From an optimization exercise on the open Yosys and OpenROAD flow, aimed at small area, a short achievable clock period and few clock cycles; shortcuts taken in it are not production practice. The RTL was checked by simulation tests, not by an equivalence proof against the original design. The flow treats the clock pin as an ideal source, which a real chip does not have.

build 28:
Design soc_top, start of the top module:
module soc_top (
    input  logic                        clk,
    input  logic                        rst_n,
    input  logic [64:0]                 bus,
    input  logic [7:0]                  gpi1,
    input  logic [7:0]                  gpi2,
    input  logic [7:0]                  switches,
    output logic [soc_pkg::DATA_W-1:0]  rdata,
    output logic [soc_pkg::DATA_W-1:0]  gpo1,
    output logic [soc_pkg::DATA_W-1:0]  gpo2,
    output logic [7:0]                  seg,
    output logic [7:0]                  an
);
    localparam int W = soc_pkg::DATA_W;
    localparam int N = soc_pkg::RAM_WORDS;
    localparam int G  = N / 2;
    soc_pkg::bus_req_t          req;
    logic                       ram_we;
    logic                       fact_we;
    logic                       gpio_we;
    soc_pkg::rd_sel_t           rd_sel;
    logic [W-1:0]               fact_rdata;
  ...
Size in the first run: ~6800 cells after synthesis, about 200 I/O pins.
==> flow/config.mk <==
export PLATFORM = sky130hd
export DESIGN_NAME = soc_top
export DESIGN_NICKNAME = soc_top
export VERILOG_FILES = /design/flow/design.v
export SDC_FILE = /design/flow/constraint.sdc
export NUM_CORES = 4
export LEC_CHECK = 0
export CAP_MARGIN = 40
export CORE_MARGIN = 2
export CORE_UTILIZATION = 55
export CTS_CLUSTER_DIAMETER = 100
export CTS_CLUSTER_SIZE = 25
export PLACE_DENSITY = 0.7
export SETUP_SLACK_MARGIN = 4
export SLEW_MARGIN = 40
export SYNTH_HIERARCHICAL = 1
export SYNTH_MINIMUM_KEEP_SIZE = 0
==> flow/constraint.sdc <==
create_clock -name core_clock -period 9.0 [get_ports {clk}]
set_input_delay 1.8000 -clock core_clock [delete_from_list [all_inputs] [get_ports {clk}]]
set_output_delay 1.8000 -clock core_clock [all_outputs]
set_load 0.01 [all_outputs]
standard.sh (not shown) runs the stock make flow with config.mk's settings and CLKGATE_MAP_FILE= SYNTH_SCRIPT=/design/flow/synth_recipe.tcl, a recipe that flattens the netlist after the stock synthesis.
==> flow/flow/run.sh <==
#!/bin/bash
# The standard layout, with four changes to how it is made:
#  - synthesis may not pick the larger a22oi sizes, so the RAM read cells
#    start small (the resizer may still upsize them later);
#  - the ports get small, fast buffers (buf_2) instead of delay cells;
#  - the clock tree has no dummy loads and larger sink clusters;
#  - after clock tree synthesis and again after global routing, gates on
#    the worst setup path are upsized one at a time where that improves
#    the path (flow/sizer.tcl, called from flow/post_cts.tcl and
#    flow/post_grt.tcl).
# Each step's full output goes to its own log file here.
set -e
PLATFORM_DONT_USE="sky130_fd_sc_hd__probe_p_8 sky130_fd_sc_hd__probec_p_8 sky130_fd_sc_hd__lpflow_bleeder_1 sky130_fd_sc_hd__lpflow_clkbufkapwr_1 sky130_fd_sc_hd__lpflow_clkbufkapwr_16 sky130_fd_sc_hd__lpflow_clkbufkapwr_2 sky130_fd_sc_hd__lpflow_clkbufkapwr_4 sky130_fd_sc_hd__lpflow_clkbufkapwr_8 sky130_fd_sc_hd__lpflow_clkinvkapwr_1 sky130_fd_sc_hd__lpflow_clkinvkapwr_16 sky130_fd_sc_hd__lpflow_clkinvkapwr_2 sky130_fd_sc_hd__lpflow_clkinvkapwr_4 sky130_fd_sc_hd__lpflow_clkinvkapwr_8 sky130_fd_sc_hd__lpflow_decapkapwr_12 sky130_fd_sc_hd__lpflow_decapkapwr_3 sky130_fd_sc_hd__lpflow_decapkapwr_4 sky130_fd_sc_hd__lpflow_decapkapwr_6 sky130_fd_sc_hd__lpflow_decapkapwr_8 sky130_fd_sc_hd__lpflow_inputiso0n_1 sky130_fd_sc_hd__lpflow_inputiso0p_1 sky130_fd_sc_hd__lpflow_inputiso1n_1 sky130_fd_sc_hd__lpflow_inputiso1p_1 sky130_fd_sc_hd__lpflow_inputisolatch_1 sky130_fd_sc_hd__lpflow_isobufsrc_1 sky130_fd_sc_hd__lpflow_isobufsrc_16 sky130_fd_sc_hd__lpflow_isobufsrc_2 sky130_fd_sc_hd__lpflow_isobufsrc_4 sky130_fd_sc_hd__lpflow_isobufsrc_8 sky130_fd_sc_hd__lpflow_isobufsrckapwr_16 sky130_fd_sc_hd__lpflow_lsbuf_lh_hl_isowell_tap_1 sky130_fd_sc_hd__lpflow_lsbuf_lh_hl_isowell_tap_2 sky130_fd_sc_hd__lpflow_lsbuf_lh_hl_isowell_tap_4 sky130_fd_sc_hd__lpflow_lsbuf_lh_isowell_4 sky130_fd_sc_hd__lpflow_lsbuf_lh_isowell_tap_1 sky130_fd_sc_hd__lpflow_lsbuf_lh_isowell_tap_2 sky130_fd_sc_hd__lpflow_lsbuf_lh_isowell_tap_4 "
bash standard.sh DONT_USE_CELLS="$PLATFORM_DONT_USE sky130_fd_sc_hd__a22oi_2 sky130_fd_sc_hd__a22oi_4" synth > synth.log 2>&1
bash standard.sh \
    BUFFER_PORTS_ARGS="-buffer_cell sky130_fd_sc_hd__buf_2" \
    CTS_ARGS="-sink_clustering_enable -repair_clock_nets -dont_use_dummy_load -sink_clustering_size 25 -sink_clustering_max_diameter 100" \
    POST_CTS_TCL="$PWD/flow/post_cts.tcl" \
    POST_GLOBAL_ROUTE_TCL="$PWD/flow/post_grt.tcl" \
    finish > layout.log 2>&1
==> flow/flow/post_cts.tcl <==
# POST_CTS_TCL hook: size up gates on the worst setup paths, then legalize
source [file join [file dirname [info script]] sizer.tcl]
puts "sizer: start, wns [sizer_wns -placement]"
sizer_run 80 -placement
log_cmd detailed_placement
check_placement -verbose
log_cmd estimate_parasitics -placement
puts "sizer: after legalization, wns [sta::worst_slack -max]"
==> flow/flow/post_grt.tcl <==
# POST_GLOBAL_ROUTE_TCL hook: size up again with global-route parasitics,
# legalize, reroute the changed nets and rewrite the route guides
source [file join [file dirname [info script]] sizer.tcl]
log_cmd global_route -start_incremental
puts "sizer: start, wns [sizer_wns -global_routing]"
sizer_run 80 -global_routing
log_cmd detailed_placement
check_placement -verbose
log_cmd global_route -end_incremental
log_cmd estimate_parasitics -global_routing
puts "sizer: after reroute, wns [sta::worst_slack -max]"
write_guides $::env(RESULTS_DIR)/route.guide
Other scripts of this flow, unchanged in this note and not shown: flow/flow/sizer.tcl
Having completed the whole flow, build 28 delivered a layout that passed the timing, design-rule and antenna checks.
Testbench counts of build 28, summed over its fixed seeds: cycles 3,077.
What trial 70 does differently from build 28 at the input level:
- swapping 55 for 60 in CORE_UTILIZATION
- swapping 0.7 for 0.72 in PLACE_DENSITY
==> flow/flow/post_cts.tcl <==
# POST_CTS_TCL hook: size up gates on the worst setup paths, then legalize
source [file join [file dirname [info script]] sizer.tcl]
puts "sizer: start, wns [sizer_wns -placement]"
sizer_run 40 -placement
log_cmd detailed_placement
check_placement -verbose
log_cmd estimate_parasitics -placement
puts "sizer: after legalization, wns [sta::worst_slack -max]"
-- flow/flow/post_grt.tcl --
<<< build 28, line 4
log_cmd global_route -start_incremental
puts "sizer: start, wns [sizer_wns -global_routing]"
sizer_run 80 -global_routing
log_cmd detailed_placement
check_placement -verbose
>>> trial 70, line 4
log_cmd global_route -start_incremental
puts "sizer: start, wns [sizer_wns -global_routing]"
sizer_run 40 -global_routing
log_cmd detailed_placement
check_placement -verbose
--- outcome ---
Looking only at maximum clock rate, and setting everything else aside, the lower value of build 28 and trial 70 goes to build 28.
Build 28 → trial 70: routed wire length decreased 3.5%, worst slew slack as a fraction of its limit increased 3.4 points.
Trial 70: minimum clock period after layout is 0.12 ns lower than what build 28 reported.
Compared with build 28, in trial 70 floorplan die area decreased by 12000 sq um relative to the old numbers; global-route usage moved up.

==> what the ideal ports hide <==
In the flow no input, the clock included, has a driving cell. The finished layouts below were timed again as built, in two steps.
Step 1: set_driving_cell puts a clkbuf_16 on clk and a buf_2 on each other input, an assumption about the parent block.
Step 2 moves the port delays by t, midway between the first and last clock arrival at a register: inputs arrive t later, outputs are due t later. That takes back most of the time a late clock gives input paths.
a / b / c = ideal ports / drivers / drivers and shift; a / b = the first two.
| run | shift t [ns] | setup WS [ns] | worst slew at a driven data input, ns |
|---|---|---|---|
| build 28 | 0.850 | 2.796 / 2.722 / 2.722 | 0.16 |
| trial 70 | 0.834 | 2.916 / 2.722 / 2.722 | 0.20 |
After both steps setup and hold are still met in every run listed. The setup slack of trial 70, which loses most, moves by -0.194 ns with the drivers and by -0.194 ns with both steps.
